Source: an optimization exercise on an open RTL-to-GDS flow (aim: small area and few clock cycles per item). Production flows keep margins and buffers that such runs may drop. In this exercise RTL edits were held to simulation tests only and were not proved equivalent to the original. Power is estimated from default activity; no workload was simulated.

## the previous run
==> flow/design.v <==
package blprd_pkg;
   localparam int LEVEL_WIDTH = 16;
   localparam int TIME_WIDTH  = 32;
   localparam int LIMIT_WIDTH = 16;
   localparam int FIRST_WIDTH = 4;
   localparam logic [LIMIT_WIDTH-1:0] LIMIT_RESET = 16'd1000;
   function automatic logic [FIRST_WIDTH-1:0] lowest_bit(input logic [LEVEL_WIDTH-1:0] m);
      logic [FIRST_WIDTH-1:0] b;
      b = '0;
      for (int i = LEVEL_WIDTH - 1; i >= 0; i--) begin
         if (m[i]) begin
            b = i[FIRST_WIDTH-1:0];
         end
      end
      lowest_bit = b;
   endfunction
endpackage
module blprd_lane (
   input  logic                                clock,
   input  logic                                reset,
   input  logic                                enable,
   input  logic                                pressed,
   input  logic [blprd_pkg::LIMIT_WIDTH-1:0]   time_lo,      
   input  logic [blprd_pkg::LIMIT_WIDTH-1:0]   time_lim,     
   input  logic [7:0]                          held_sel,     
   output logic                                prev_out,
   output logic                                event_out
);
   localparam int W = blprd_pkg::LIMIT_WIDTH;
   logic           wait_ff;
   logic           wrap_ff;
   logic [W-1:0]   start_ff;
   logic           released;
   logic           b0;
   logic           c2;
   logic           reached;
   logic [W:0]     lt;
   logic [W:0]     ge;
   assign lt[0] = 1'b0;
   assign ge[0] = 1'b1;
   for (genvar i = 0; i < W; i++) begin : g_cmp
      assign lt[i+1] = (!time_lo[i] && start_ff[i]) || (!time_lo[i] && lt[i])
                       || (start_ff[i] && lt[i]);
      assign ge[i+1] = (time_lim[i] && !start_ff[i]) || (time_lim[i] && ge[i])
                       || (!start_ff[i] && ge[i]);
   end
   assign b0       = lt[W];
   assign c2       = ge[W];
   assign reached  = !held_sel[{wrap_ff, b0, c2}];
   assign released = !wait_ff && !wrap_ff;
   always_ff @(posedge clock) begin
      if (reset) begin
         wait_ff <= 1'b0;
         wrap_ff <= 1'b0;
      end else if (enable) begin
         wait_ff <= pressed && (wait_ff ? !reached : !wrap_ff);
         wrap_ff <= pressed && (wait_ff ? (reached || b0) : wrap_ff);
      end
   end
   always_ff @(posedge clock) begin
      if (enable && pressed && released) begin
         start_ff[W-1:1] <= time_lo[W-1:1];
      end
   end
   always_ff @(posedge clock) begin
      if (enable) begin
         if (wait_ff) begin
            if (!(pressed && !reached)) begin
               start_ff[0] <= 1'b1;
            end
         end else if (released && pressed) begin
            start_ff[0] <= time_lo[0];
         end else begin
            start_ff[0] <= 1'b0;
         end
      end
   end
   assign prev_out  = wrap_ff;
   assign event_out = !wait_ff && start_ff[0];
endmodule
module blprd_merge (
   input  logic [blprd_pkg::LEVEL_WIDTH-1:0]    events,
   input  logic [blprd_pkg::LEVEL_WIDTH-1:0]    pressed,
   output logic                                 rsp_any_event,
   output logic                                 rsp_long_press_seen,
   output logic                                 rsp_release_seen,
   output logic                                 rsp_first_bit_valid,
   output logic [blprd_pkg::FIRST_WIDTH-1:0]    rsp_first_bit,
   output logic [blprd_pkg::LEVEL_WIDTH-1:0]    rsp_long_press_mask,
   output logic [blprd_pkg::LEVEL_WIDTH-1:0]    rsp_release_mask
);
   logic long_any;
   assign rsp_long_press_mask = events & pressed;
   assign rsp_release_mask    = events & ~pressed;
   assign long_any            = |rsp_long_press_mask;
   assign rsp_long_press_seen = long_any;
   assign rsp_release_seen    = |rsp_release_mask;
   assign rsp_any_event       = |events;
   assign rsp_first_bit_valid = |events;
   assign rsp_first_bit       = blprd_pkg::lowest_bit(long_any ? rsp_long_press_mask
                                                               : rsp_release_mask);
endmodule
module button_long_press_release_detector #(
   parameter int BUTTON_COUNT = 16
) (
   input  logic                                 clock,
   input  logic                                 reset,
   input  logic                                 req_valid,
   output logic                                 req_ready,
   input  logic [blprd_pkg::LEVEL_WIDTH-1:0]    req_button_levels,
   input  logic [blprd_pkg::TIME_WIDTH-1:0]     req_time_ms,
   output logic                                 rsp_valid,
   input  logic                                 rsp_ready,
   output logic                                 rsp_any_event,
   output logic                                 rsp_long_press_seen,
   output logic                                 rsp_release_seen,
   output logic                                 rsp_first_bit_valid,
   output logic [blprd_pkg::FIRST_WIDTH-1:0]    rsp_first_bit,
   output logic [blprd_pkg::LEVEL_WIDTH-1:0]    rsp_long_press_mask,
   output logic [blprd_pkg::LEVEL_WIDTH-1:0]    rsp_release_mask,
   input  logic                                 csr_write_enable,
   input  logic [blprd_pkg::LIMIT_WIDTH-1:0]    csr_write_data
);
   localparam int LW = blprd_pkg::LIMIT_WIDTH;
   localparam int TW = blprd_pkg::TIME_WIDTH;
   logic [LW-1:0]   limit_ff;
   logic [TW-1:LW]  time_hi_ff;
   logic            valid_ff;
   logic            accept;
   logic [TW-1:LW]  step_hi;
   logic [LW:0]     time_lim;
   logic            step_hi_zero;
   logic            step_hi_m1;
   logic            step_hi_p1;
   logic            lim_neg;
   logic [7:0]      held_sel;
   logic [blprd_pkg::LEVEL_WIDTH-1:0] events;
   logic [blprd_pkg::LEVEL_WIDTH-1:0] prevs;
   assign req_ready = !valid_ff || rsp_ready;
   assign accept    = req_valid && req_ready;
   always_ff @(posedge clock) begin
      if (reset) begin
         limit_ff <= blprd_pkg::LIMIT_RESET;
      end else if (csr_write_enable) begin
         limit_ff <= csr_write_data;
      end
   end
   always_ff @(posedge clock) begin
      if (reset) begin
         valid_ff <= 1'b0;
      end else begin
         valid_ff <= accept || (valid_ff && !rsp_ready);
      end
   end
   always_ff @(posedge clock) begin
      if (accept) begin
         time_hi_ff <= req_time_ms[TW-1:LW];
      end
   end
   assign step_hi      = req_time_ms[TW-1:LW] - time_hi_ff;
   assign step_hi_zero = step_hi == '0;
   assign step_hi_m1   = &step_hi;
   assign step_hi_p1   = step_hi == 16'd1;
   assign time_lim     = {1'b0, req_time_ms[LW-1:0]} - {1'b0, limit_ff};
   assign lim_neg      = time_lim[LW];
   assign held_sel[3'b000] = step_hi_zero;
   assign held_sel[3'b001] = step_hi_zero && lim_neg;
   assign held_sel[3'b010] = step_hi_p1 && lim_neg;
   assign held_sel[3'b011] = 1'b0;
   assign held_sel[3'b100] = step_hi_m1;
   assign held_sel[3'b101] = step_hi_m1 && lim_neg;
   assign held_sel[3'b110] = step_hi_zero && lim_neg;
   assign held_sel[3'b111] = 1'b0;
   for (genvar i = 0; i < blprd_pkg::LEVEL_WIDTH; i++) begin : g_lane
      if (i < BUTTON_COUNT) begin : g_used
         blprd_lane u_lane (
            .clock        (clock),
            .reset        (reset),
            .enable       (accept),
            .pressed      (~req_button_levels[i]),
            .time_lo      (req_time_ms[LW-1:0]),
            .time_lim     (time_lim[LW-1:0]),
            .held_sel     (held_sel),
            .prev_out     (prevs[i]),
            .event_out    (events[i])
         );
      end else begin : g_unused
         assign prevs[i]  = 1'b0;
         assign events[i] = 1'b0;
      end
   end
   assign rsp_valid = valid_ff;
   blprd_merge u_merge (
      .events              (events),
      .pressed             (prevs),
      .rsp_any_event       (rsp_any_event),
      .rsp_long_press_seen (rsp_long_press_seen),
      .rsp_release_seen    (rsp_release_seen),
      .rsp_first_bit_valid (rsp_first_bit_valid),
      .rsp_first_bit       (rsp_first_bit),
      .rsp_long_press_mask (rsp_long_press_mask),
      .rsp_release_mask    (rsp_release_mask)
   );
endmodule
Settings: LEC_CHECK=0, CAP_MARGIN=20, CORE_MARGIN=2, CORE_UTILIZATION=60, SLEW_MARGIN=20; clock period 6.0 ns.
standard.sh (not shown) runs the stock make flow with config.mk's settings and CLKGATE_MAP_FILE= SYNTH_SCRIPT=/design/flow/synth_recipe.tcl, a recipe that flattens the netlist after the stock synthesis.
==> flow/flow/run.sh <==
#!/bin/bash
set -euo pipefail
here=$(pwd)
mkdir -p scripts_abc
for f in "$FLOW_HOME"/scripts/*; do ln -sf "$f" scripts_abc/; done
rm -f scripts_abc/abc_speed.script
cp flow/abc_area.script scripts_abc/abc_speed.script
bash standard.sh SCRIPTS_DIR="$here/scripts_abc" SYNTH_OPERATIONS_ARGS=-noshare synth > synth.log 2>&1
export CTS_ARGS="-sink_clustering_enable -repair_clock_nets -dont_use_dummy_load -buf_list {sky130_fd_sc_hd__clkbuf_4} -sink_clustering_size 8 -sink_clustering_max_diameter 50"
export BUFFER_PORTS_ARGS="-buffer_cell sky130_fd_sc_hd__buf_1"
bash standard.sh finish > layout.log 2>&1
==> flow/flow/abc_area.script <==
strash
dch
&get -n
&nf -R 1000 -E 10
&put
Testbench counts of the previous run, summed over its fixed seeds: cycles 24,008, items 24,000.
Modified inputs, the current run compared to the previous run
-- flow/design.v --
<<< the previous run, line 173
   assign held_sel[3'b111] = 1'b0;
   for (genvar i = 0; i < blprd_pkg::LEVEL_WIDTH; i++) begin : g_lane
      if (i < BUTTON_COUNT) begin : g_used
         blprd_lane u_lane (
            .clock        (clock),
            .reset        (reset),
            .enable       (accept),
            .pressed      (~req_button_levels[i]),
            .time_lo      (req_time_ms[LW-1:0]),
            .time_lim     (time_lim[LW-1:0]),
            .held_sel     (held_sel),
            .prev_out     (prevs[i]),
            .event_out    (events[i])
         );
      end else begin : g_unused
         assign prevs[i]  = 1'b0;
         assign events[i] = 1'b0;
      end
   end
   assign rsp_valid = valid_ff;
>>> the current run, line 173
   assign held_sel[3'b111] = 1'b0;
   for (genvar i = 0; i < blprd_pkg::LEVEL_WIDTH; i++) begin : g_lane
      blprd_lane u_lane (
         .clock        (clock),
         .reset        (reset),
         .enable       (accept),
         .pressed      (i < BUTTON_COUNT ? ~req_button_levels[i] : 1'b1),
         .time_lo      (req_time_ms[LW-1:0]),
         .time_lim     (time_lim[LW-1:0]),
         .held_sel     (held_sel),
         .prev_out     (prevs[i]),
         .event_out    (events[i])
      );
   end
   assign rsp_valid = valid_ff;
Findings:
Changes observed in the current run relative to the previous run: fraction of the mapped netlist area in adder cells has remained practically unchanged, via count barely changed.
The current run -> the previous run: final-layout non-clock buffer area share flat
Final layout net count came out exactly the same in the current run and the previous run.
From the previous run to the current run, number of DRC markers after the initial detailed-route iteration did not move at all.
As far as clock-buffer cell count is concerned, the current run and the previous run perform about the same.
Diff the previous run..the current run | power attributed to combinational cells | negligible
Reported for the current run and the previous run, share of cell area taken by multi-input logic gates turned out identical to the last digit.
Reported for the current run and the previous run, area of the mapped netlist turned out identical to the last digit.
Die area: the current run vs the previous run identical
Testbench counts of the current run, summed over its fixed seeds: cycles 24,008, items 24,000.

re-timing with driven ports:
Ports are ideal in the flow. The routed layouts listed here were re-timed in OpenROAD. Step 1 assumes that a clkbuf_16 drives the clock port and a buf_2 every other input. Step 2 times the ports against the registers' clock, not the clock port: input delays grow and output delays shrink by t, the midpoint of the rising clock arrivals with the driver on. a / b / c = ideal / step 1 / step 2; a / b = the first two.
run	shift t [ns]	setup WS [ns]	worst setup path at the end	worst data-port slew with drivers (ns)	cell pins on the clock port's net
the previous run	0.712	0.416 / 0.426 / -0.262	input to register	0.06	1
the current run	0.712	0.416 / 0.426 / -0.262	input to register	0.06	1
With both steps, setup timing fails in the previous run and the current run, where it was met with ideal ports.
